From an optimization exercise on the open Yosys and OpenROAD flow, aimed at small area, a short achievable clock period and few clock cycles per item; shortcuts taken in it are not production practice.
Function was checked by simulation only, so behaviour that the tests miss may differ from the original.
Power and IR drop assume default switching activity.

## flow/design.v

```verilog
`default_nettype none
package olst_pkg;
  localparam logic [1:0] KIND_PUSH = 2'd0;
  localparam logic [1:0] KIND_REM  = 2'd1;
  localparam logic [1:0] KIND_INS  = 2'd2;
  localparam logic [1:0] KIND_DUMP = 2'd3;
  localparam logic [2:0] STAT_DONE      = 3'd0;
  localparam logic [2:0] STAT_NOT_FOUND = 3'd1;
  localparam logic [2:0] STAT_FULL      = 3'd2;
  localparam logic [2:0] STAT_APPENDED  = 3'd3;
  localparam logic [2:0] STAT_EMPTY     = 3'd4;
endpackage
`default_nettype wire
`default_nettype none
module olst_cell (
  input  logic        clk_i,
  input  logic        rst_ni,
  input  logic        sel_left_i,
  input  logic        sel_right_i,
  input  logic        sel_item_i,
  input  logic        sel_hold_i,    
  input  logic        load_i,        
  input  logic [31:0] key_i,         
  input  logic [31:0] item_i,
  input  logic        item_hit_i,    
  input  logic [31:0] left_val_i,
  input  logic        left_vld_i,
  input  logic        left_hit_i,
  input  logic [31:0] right_val_i,
  input  logic        right_vld_i,
  input  logic        right_hit_i,
  output logic [31:0] val_o,
  output logic        vld_o,
  output logic        hsrc_o,        
  output logic        hit_o,         
  output logic        hit_next_o     
);
  logic [31:0] val_q;
  logic        vld_q, hit_q;
  always_ff @(posedge clk_i or negedge rst_ni) begin
    if (!rst_ni) begin
      vld_q <= 1'b0;
    end else if (sel_left_i) begin
      vld_q <= left_vld_i;
    end else if (sel_right_i) begin
      vld_q <= right_vld_i;
    end else if (sel_item_i) begin
      vld_q <= 1'b1;
    end
  end
  logic        s_l, s_r, s_i, s_h;
  logic [31:0] val_d;
  assign s_l   = sel_left_i;
  assign s_r   = sel_right_i;
  assign s_i   = sel_item_i;
  assign s_h   = sel_hold_i;
  assign val_d = ({32{s_l}} & left_val_i) | ({32{s_r}} & right_val_i) |
                 ({32{s_i}} & item_i)     | ({32{s_h}} & val_q);
  always_ff @(posedge clk_i) begin
    val_q <= val_d;
  end
  assign hit_next_o = (s_l & left_hit_i) | (s_r & right_hit_i) |
                      (s_i & item_hit_i) | (s_h & hsrc_o);
  always_ff @(posedge clk_i) begin
    hit_q <= hit_next_o;
  end
  assign val_o = val_q;
  assign vld_o = vld_q;
  assign hsrc_o = load_i ? (vld_q && (val_q == key_i)) : hit_q;
  assign hit_o = hit_q;
endmodule
`default_nettype wire
`default_nettype none
import olst_pkg::*;
module ordered_list_engine #(
  parameter int CAPACITY = 16
) (
  input  logic               clk_i,
  input  logic               rst_ni,
  input  logic               in_valid_i,
  output logic               in_stall_o,
  input  logic [1:0]         kind_i,
  input  logic signed [31:0] key_i,
  input  logic signed [31:0] item_i,
  output logic               out_valid_o,
  input  logic               out_stall_i,
  output logic signed [31:0] value_o,
  output logic [2:0]         status_o,
  output logic [4:0]         count_o,
  output logic               last_o
);
  localparam int N = 16;
  logic        req_v_q, stall_q, more_q;
  logic        push_q, rem_q, ins_q, dump_q, grow_q;    
  logic [31:0] item_q;
  logic [31:0] val [N];
  logic [N-1:0] vld, hsrc, hit, hit_next;
  logic [N-1:0] incl_q;          
  logic [4:0]  cnt_q;
  logic [3:0]  idx_q;
  logic        out_v_q, skid_v_q;
  logic [31:0] out_val_q;
  logic        skid_dump_q;    
  logic [2:0]  out_st_q, skid_st_q;
  logic [4:0]  out_cnt_q, skid_cnt_q;
  logic        out_last_q, skid_last_q;
  logic exec, is_push, is_rem, is_ins, is_dump, full, empty, any_hit;
  logic ins_go, rem_go, rot, take, load, in_acc, item_hit, to_out;
  logic [31:0] ibus;
  assign exec     = req_v_q && !skid_v_q;
  assign is_push  = push_q;
  assign is_rem   = rem_q;
  assign is_ins   = ins_q;
  assign is_dump  = dump_q;
  assign full     = vld[N-1];
  assign empty    = !vld[0];
  assign any_hit  = incl_q[N-1];
  assign ins_go   = exec && grow_q && !full;
  assign rem_go   = exec && is_rem;
  assign to_out   = !out_v_q || take;
  assign rot      = (exec && is_dump && !empty && to_out) ||
                    (skid_v_q && skid_dump_q && take);
  assign ibus     = (is_dump || skid_v_q) ? val[0] : item_q;
  assign in_stall_o = stall_q;
  assign load       = !stall_q;
  assign in_acc     = in_valid_i && load;
  assign take       = out_v_q && !out_stall_i;
  assign item_hit   = (is_dump || skid_v_q) ? hsrc[0] : (item_q == key_i);
  logic [N-1:0] at_ins;
  assign at_ins = incl_q | ~vld | {N{is_push}};
  function automatic logic [N-1:0] prefix_or(input logic [N-1:0] x);
    logic [N-1:0] p1, p2, p3, p4;
    for (int i = 0; i < N; i++) p1[i] = x[i]  | ((i % 2  >= 1) ? x[(i/2)*2]       : 1'b0);
    for (int i = 0; i < N; i++) p2[i] = p1[i] | ((i % 4  >= 2) ? p1[(i/4)*4 + 1]  : 1'b0);
    for (int i = 0; i < N; i++) p3[i] = p2[i] | ((i % 8  >= 4) ? p2[(i/8)*8 + 3]  : 1'b0);
    for (int i = 0; i < N; i++) p4[i] = p3[i] | ((i % 16 >= 8) ? p3[7]            : 1'b0);
    prefix_or = p4;
  endfunction
  logic [N-1:0] first_hit, drop, pa, pm, incl_d;
  logic         rot_side;
  assign rot_side = is_dump || skid_v_q;    
  assign first_hit    = incl_q & ~{incl_q[N-2:0], 1'b0};
  assign drop     = rot_side ? {{(N-1){1'b0}}, 1'b1} : first_hit;
  assign pa       = prefix_or(hsrc);
  assign pm       = prefix_or(hsrc & ~drop);
  logic [N-1:0] pa_l, pm_r, nvld;
  assign pa_l = {pa[N-2:0], 1'b0};
  assign pm_r = {pm[N-1], pm[N-1:1]};
  assign nvld = {1'b0, vld[N-1:1]};
  always_comb begin
    for (int i = 0; i < N; i++) begin
      if (ins_go)      incl_d[i] = at_ins[i] ? (pa_l[i] | item_hit) : pa[i];
      else if (rem_go) incl_d[i] = incl_q[i] ? pm_r[i] : pm[i];
      else if (rot)    incl_d[i] = nvld[i] ? pm_r[i] : pa[i];
      else             incl_d[i] = pa[i];
    end
  end
  always_ff @(posedge clk_i) begin
    incl_q <= incl_d;
  end
  for (genvar g = 0; g < N; g++) begin : g_cell
    logic [31:0] lval, rval;
    logic        lvld, rvld, lcmp, rcmp, s_left, s_right, s_item, s_hold;
    if (g == 0) begin : g_head
      assign lval   = ibus;
      assign lvld   = 1'b1;
      assign lcmp   = item_hit;
      assign s_left = 1'b0;
    end else begin : g_mid
      assign lval   = val[g-1];
      assign lvld   = vld[g-1];
      assign lcmp   = hsrc[g-1];
      assign s_left = ins_go && at_ins[g-1];
    end
    if (g == N - 1) begin : g_tail
      assign rval = '0;
      assign rvld = 1'b0;
      assign rcmp = 1'b0;
    end else begin : g_body
      assign rval = val[g+1];
      assign rvld = vld[g+1];
      assign rcmp = hsrc[g+1];
    end
    assign s_right = (rem_go && incl_q[g]) || (rot && nvld[g]);
    assign s_hold  = !((ins_go && at_ins[g]) || (rem_go && incl_q[g]) || (rot && vld[g]));
    assign s_item  = (ins_go && at_ins[g] && !s_left) || (rot && vld[g] && !nvld[g]);
    olst_cell u_cell (
      .clk_i       (clk_i),
      .rst_ni      (rst_ni),
      .sel_left_i  (s_left),
      .sel_right_i (s_right),
      .sel_item_i  (s_item),
      .sel_hold_i  (s_hold),
      .load_i      (load),
      .key_i       (key_i),
      .item_i      (ibus),
      .item_hit_i  (item_hit),
      .left_val_i  (lval),
      .left_vld_i  (lvld),
      .left_hit_i  (lcmp),
      .right_val_i (rval),
      .right_vld_i (rvld),
      .right_hit_i (rcmp),
      .val_o       (val[g]),
      .vld_o       (vld[g]),
      .hsrc_o      (hsrc[g]),
      .hit_o       (hit[g]),
      .hit_next_o  (hit_next[g])
    );
  end
  logic [31:0] res_val;
  logic [2:0]  res_st;
  logic [4:0]  cnt_d;
  logic        res_last;
  always_comb begin
    res_val  = '0;
    res_st   = STAT_DONE;
    res_last = 1'b1;
    cnt_d    = cnt_q;
    if (grow_q) begin
      if (full) res_st = STAT_FULL;
      else begin
        cnt_d = cnt_q + 5'd1;
        if (ins_q && !any_hit) res_st = STAT_APPENDED;
      end
    end else if (rem_q) begin
      if (any_hit) cnt_d  = cnt_q - 5'd1;
      else         res_st = STAT_NOT_FOUND;
    end else begin
      if (empty) res_st = STAT_EMPTY;
      else begin
        res_val  = val[0];
        res_last = !more_q;
      end
    end
  end
  logic req_v_d, more_d, skid_v_d, cnt_ge2;
  assign cnt_ge2 = (exec ? cnt_d : cnt_q) >= 5'd2;
  always_comb begin
    req_v_d  = in_acc || stall_q;
    more_d   = more_q;
    if (load) begin
      more_d = (kind_i == KIND_DUMP) && cnt_ge2;
    end else if (exec && is_dump) begin
      more_d = ((idx_q + 5'd2) != cnt_q);
    end
    skid_v_d = skid_v_q;
    if (exec && !to_out)          skid_v_d = 1'b1;
    else if (take)                skid_v_d = 1'b0;
  end
  always_ff @(posedge clk_i or negedge rst_ni) begin
    if (!rst_ni) begin
      req_v_q  <= 1'b0;
      stall_q  <= 1'b0;
      more_q   <= 1'b0;
      cnt_q    <= '0;
      idx_q    <= '0;
      out_v_q  <= 1'b0;
      skid_v_q <= 1'b0;
    end else begin
      req_v_q  <= req_v_d;
      more_q   <= more_d;
      skid_v_q <= skid_v_d;
      stall_q  <= req_v_d && (skid_v_d || more_d);
      if (exec) begin
        cnt_q <= cnt_d;
        if (is_dump) idx_q <= more_q ? idx_q + 4'd1 : 4'd0;
      end
      if (exec || take) out_v_q <= exec || skid_v_q;
    end
  end
  always_ff @(posedge clk_i) begin
    if (load) begin
      push_q <= (kind_i == KIND_PUSH);
      rem_q  <= (kind_i == KIND_REM);
      ins_q  <= (kind_i == KIND_INS);
      dump_q <= (kind_i == KIND_DUMP);
      grow_q <= (kind_i == KIND_PUSH) || (kind_i == KIND_INS);
      item_q <= item_i;
    end
    if (exec) begin
      if (to_out) begin
        out_val_q  <= res_val;
        out_st_q   <= res_st;
        out_cnt_q  <= cnt_d;
        out_last_q <= res_last;
      end else begin
        skid_dump_q <= is_dump && !empty;
        skid_st_q   <= res_st;
        skid_cnt_q  <= cnt_d;
        skid_last_q <= res_last;
      end
    end else if (take) begin
      out_val_q  <= skid_dump_q ? val[0] : 32'd0;
      out_st_q   <= skid_st_q;
      out_cnt_q  <= skid_cnt_q;
      out_last_q <= skid_last_q;
    end
  end
  assign out_valid_o = out_v_q;
  assign value_o     = out_val_q;
  assign status_o    = out_st_q;
  assign count_o     = out_cnt_q;
  assign last_o      = out_last_q;
endmodule
`default_nettype wire
```

## flow/flow/run.sh

```bash
#!/bin/bash
# The standard layout, with the port buffers made of plain buffers and the
# resizer free to change a cell's footprint (the platform default keeps each
# cell in its footprint, so the port buffers stay slow delay cells).
set -euo pipefail
bash standard.sh MATCH_CELL_FOOTPRINT=0 \
  "BUFFER_PORTS_ARGS=-buffer_cell sky130_fd_sc_hd__buf_2" finish > make.log 2>&1
```

## flow/standard.sh

```bash
#!/bin/bash
# synth_recipe.tcl (not shown) runs the flow's synth.tcl, then flattens the netlist and writes it again
# the make line also repeats each setting of config.mk as NAME=value (left out here)
make -C /OpenROAD-flow-scripts/flow DESIGN_CONFIG=/design/flow/config.mk WORK_HOME=/design/flow/orfs CLKGATE_MAP_FILE= SYNTH_SCRIPT=/design/flow/synth_recipe.tcl "${@:-finish}"
```

## flow/config.mk

```make
export PLATFORM = sky130hd
export DESIGN_NAME = ordered_list_engine
export DESIGN_NICKNAME = ordered_list_engine
export VERILOG_FILES = /design/flow/design.v
export SDC_FILE = /design/flow/constraint.sdc
export NUM_CORES = 4
export LEC_CHECK = 0
export CAP_MARGIN = 20
export CORE_MARGIN = 2
export CORE_UTILIZATION = 45
export CTS_BUF_LIST = sky130_fd_sc_hd__clkbuf_8
export SETUP_SLACK_MARGIN = 3.2
export SLEW_MARGIN = 20
```

## flow/constraint.sdc

```tcl
create_clock -name core_clock -period 6.0 [get_ports {clk_i}]
set_input_delay 1.2000 -clock core_clock [delete_from_list [all_inputs] [get_ports {clk_i}]]
set_output_delay 1.2000 -clock core_clock [all_outputs]
set_load 0.01 [all_outputs]
```

==> summary.txt <==
Critical path
  • Worst Setup End Kind: flop
  • Worst R2R Setup Slack: ~3.1 ns
  • R2R depth: 9
  • Reg-to-reg startpoint: g_cell[6].u_cell.vld_q$_DFFE_PN0P_
  • CP required: about 6.6 ns
  • Critical path arrival: 3.63 ns
  • FF-to-FF End: incl_q[11]$_DFF_P_
  • Kind of critical path: input pin to flop
  • CP Max Fanout: 6
  • Worst Setup Start Kind: input pin

Floorplan
  • Die H: between 200 and 300 µm
  • Initial Utilization: 0.456
  • # rows: 99
  • DIE AREA: 0.0764 mm²
  • Width of the die: approximately 280 µm
  • IO Pins: between 100 and 150
  • Core region area: around 0.073 mm²

Layout
  • Non-filler cells in the finished layout: around 4600
  • Area Growth Syn to Fin: 24.4%
  • Area taken by multi-input logic gates: 0.0199 mm²
  • Reg area: around 0.014 mm²
  • Nets: ~3600
  • Number of fill cells in the layout: 6325
  • Fraction of layout instances using a drive strength above 1: 0.233

Synth
  • Yosys top cell area share: 0.326
  • Sequential element share of the synthesized area: 0.428
  • Gate Count Post-Synth: ~3400
  • Syn Nets: approximately 3500
  • EDFF count, synth: 88
  • Mapped Area: about 0.033 mm²
  • Post-synth ARST share: 0.0453
  • Most frequent cell after synthesis: dfxtp_1
  • YS warnings: 3
  • Seq cells post-synth: around 660
  • Synth area leaders: dfxtp_1 33%, a222oi_1 14%, xnor2_1 9.9%
  • Leading area contributor after synthesis: dfxtp_1
  • Most common flop cell mapped by yosys: dfxtp_1
  • Syn avg cell area: slightly below 10 µm²
  • Post-synth top cells: 544 x dfxtp_1, 494 x o21ai_0, 461 x a222oi_1
  • Post-synth cell types: 80

GRT
  • GR peak layer: met2
  • GRT Util Overall: 0.383
  • Grt ovf: 0
  • Vias in the first global route: about 30000
  • Met2 Use GR: 0.562
  • Pin count of the biggest net entering global routing: 42
  • Initial antenna violation count: 7
  • Global-route wire length before repair: 220 mm
  • GR Util met1: 0.534
  • Met3 Use GR: 0.131

Clock network
  • CTS max path bufs: 3
  • Clock latency on the worst-skew pair: around 0.76 ns
  • Reg clk slew, reported paths: around 0.070 ns
  • Inserted Clock Buffers: around 120
  • CTS tree: built
  • Hold buffers post-CTS: 0
  • TritonCTS Sinks: 662
  • H-tree levels: 3
  • Root buffer cell: clkbuf_8

Drt
  • First drt pass iteration count: 13
  • Antenna viol nets, final: 0
  • DR WL/cell: between 30 and 40 µm
  • DRC Markers: 0
  • Vias per cell: roughly 7.2
  • Aggregate routed wire length: roughly 160 mm
  • DRT iter0 DRCs: ~7400
  • Vias post-DR: between 30000 and 40000

Placed design
  • Port-buffer cells: around 110
  • GP Congestion: between 1 and 1.5
  • Post-DP HPWL: ~100 mm
  • Inst Count DP: approximately 4200

Power
  • Worst vdd ir: between 200 and 300 µV
  • Pleak: ~15 nW
  • Pwr dens: 621 mW/mm²

Worst hold path
  • WHS Path Cells: 2
  • Hold path endpoint: out_cnt_q[1]$_DFFE_PP_
  • Hold path start: skid_cnt_q[1]$_DFFE_PP_
  • Hold/Removal Path Class: flop to flop

Timing
  • Max transition margin: 0.411
  • Setup TNS Final: 0 ns
  • Final-report hold violation count: 0
  • Tcrit/Tclk final: 0.506
  • Fmax: approximately 330 MHz
  • Max-slew violation count: 0
  • Post-route minimum period: ~3.0 ns
  • Skew final: between 0.05 and 0.06 ns
  • # setup viols final: 0
  • Actual slew at the worst max-slew pin: 0.884 ns
  • RSZ-0062 raised after global routing: true

Flow run
  • MaxCap Viol Count: 0

Outcome
  • Status: no timing/DRC/antenna violations
-- kinds of logic (layout without fill, tap and decap cells) --
group | count (synthesis) | count (layout) | synth area share
compound gates | 1251 | 1256 | 0.276
flops | 662 | 662 | 0.428
xor+xnor | 554 | 554 | 0.146
simple gates | 509 | 518 | 0.0820
buf+inv | 367 | 608 | 0.0526
mux | 46 | 46 | 0.0139
fa+ha+maj | 4 | 4 | 0.00150
other cells | 0 | 1 | 0
-- worst max-delay path by stage --
stage	from	end	slack [ns]	cells after the start
floorplan	key_i[28]	incl_q[13]$_DFF_P_	2.78	11
global placement	key_i[28]	incl_q[5]$_DFF_P_	1.31	11
detailed placement	key_i[28]	incl_q[5]$_DFF_P_	1.29	11
CTS	g_cell[15].u_cell.vld_q$_DFFE_PN0P_	g_cell[13].u_cell.val_q[31]$_DFF_P_	3.13	9
global route	key_i[12]	incl_q[13]$_DFF_P_	2.96	12
finish	key_i[8]	incl_q[11]$_DFF_P_	2.96	14
-- stage by stage --
| stage | hold slack, ns | instance area (µm²) | utilization | total power [mW] | setup slack, ns |
|---|---|---|---|---|---|
| final | 0.531 | 41500 | 0.567 | 25.8 | 2.96 |
| after global placement | 0.504 | 34700 | 0.474 | 18.9 | 1.31 |
| after global routing | 0.546 | 41500 | 0.567 | 26.6 | 2.96 |
| after floorplan | 0.476 | 33700 | - | 14.8 | 2.78 |
| after detailed placement | 0.510 | 34800 | 0.476 | 19.1 | 1.29 |
| after CTS | 0.525 | 40000 | 0.546 | 24.6 | 3.13 |
-- sequential cells by signal, indices dropped and copies added (netlist names), 3 cells and up --
| signal | cells |
|---|---|
| skid_st_q | 3 |
| item_q | 32 |
| cnt_q | 5 |
| skid_cnt_q | 5 |
| idx_q | 4 |
| incl_q | 16 |
| out_cnt_q | 5 |
| out_val_q | 32 |
| g_cell.u_cell.hit_q | 16 |
| g_cell.u_cell.val_q | 512 |
| out_st_q | 3 |
| g_cell.u_cell.vld_q | 16 |
-- per-layer routing --
metal / vias to the layer above / wire, µm
met4: 8 / 5240
met1: 16500 / 61800
met3: 355 / 23700
met5: - / 49
met2: 2616 / 65700
li1: 13800 / -
-- cell type report --
class                   instances  area share
multi-input cells            2378       0.478
diodes                          1   0.0000603
repair buffers                365      0.0849
clock inverters                76      0.0130
well taps                     959      0.0289
inverters                      20     0.00199
clock buffers                 147      0.0487
flip-flops and latches        662       0.344
-- layout by cell type (no fill, tap or decap), types with 20 or more instances in the layout --
| cell | count |
|---|---|
| dfrtp_1 | 26 |
| a22oi_1 | 69 |
| nor2_1 | 33 |
| nand3_1 | 22 |
| xor2_1 | 162 |
| buf_4 | 176 |
| inv_1 | 53 |
| clkinv_2 | 24 |
| nor4_2 | 28 |
| buf_2 | 84 |
| xnor2_1 | 297 |
| clkbuf_8 | 148 |
| edfxtp_1 | 88 |
| xnor2_2 | 59 |
| mux2i_1 | 39 |
| buf_12 | 41 |
| nor2b_1 | 36 |
| o21ai_0 | 481 |
| nand2_1 | 99 |
| o21ai_1 | 71 |
| xnor2_4 | 24 |
| buf_6 | 30 |
| a21oi_1 | 37 |
| nand4_1 | 105 |
| nor4_1 | 20 |
| dfxtp_1 | 544 |
| a222oi_1 | 461 |
-- what timing repair did --
item,in CTS,in global routing
setup endpoints to repair,546,511
resized for setup,365,179
pin swaps,43,70
setup buffers,63,69
gates cloned,19,5
-- report_power, final --
part           switching, mW  internal (mW)  leakage, nW
clock                   2.06           2.52         1.47
sequential              2.85           6.51         5.73
combinational           7.20           4.65         8.01
total                   12.1           13.7         15.2
-- worst max-delay path: stages --
cell and delay, ns:
buf_12 0.12, clkbuf_16 0.16, buf_4 0.16, xnor2_1 0.14, nand4_1 0.12, nor4_2 0.07
a31oi_2 0.36, buf_4 0.19, inv_4 0.05, nor4_4 0.23, buf_4 0.18, nand3_4 0.13
nor4b_1 0.36, o311ai_1 0.15
Testbench counts, summed over its fixed seeds: cycles 6,003, items 3,072.

[static timing again, ports no longer ideal]
The flow's constraints put no driver on any port. The routed layout listed below was extracted and timed again, unchanged, in two steps. Step 1: set_driving_cell puts a clkbuf_16 on clk_i and a buf_2 on each other input, an assumption about the parent block. Step 2 also shifts input and output timing later by t, the mid clock arrival at the registers, as if the neighbouring blocks saw the same clock. Slacks: no drivers / after step 1 / after step 2; pairs: no drivers / after step 1.
t (ns): 0.789
slack for setup (ns): 2.962 / 2.965 / 2.175
latest minus earliest clock arrival (ns): 0.060 / 0.059
worst register clock-pin slew, ns: 0.07 / 0.07
After both steps setup and hold are still met in this run. For this run, drivers alone change the setup slack by +0.003 ns; drivers and shift together by -0.787 ns.
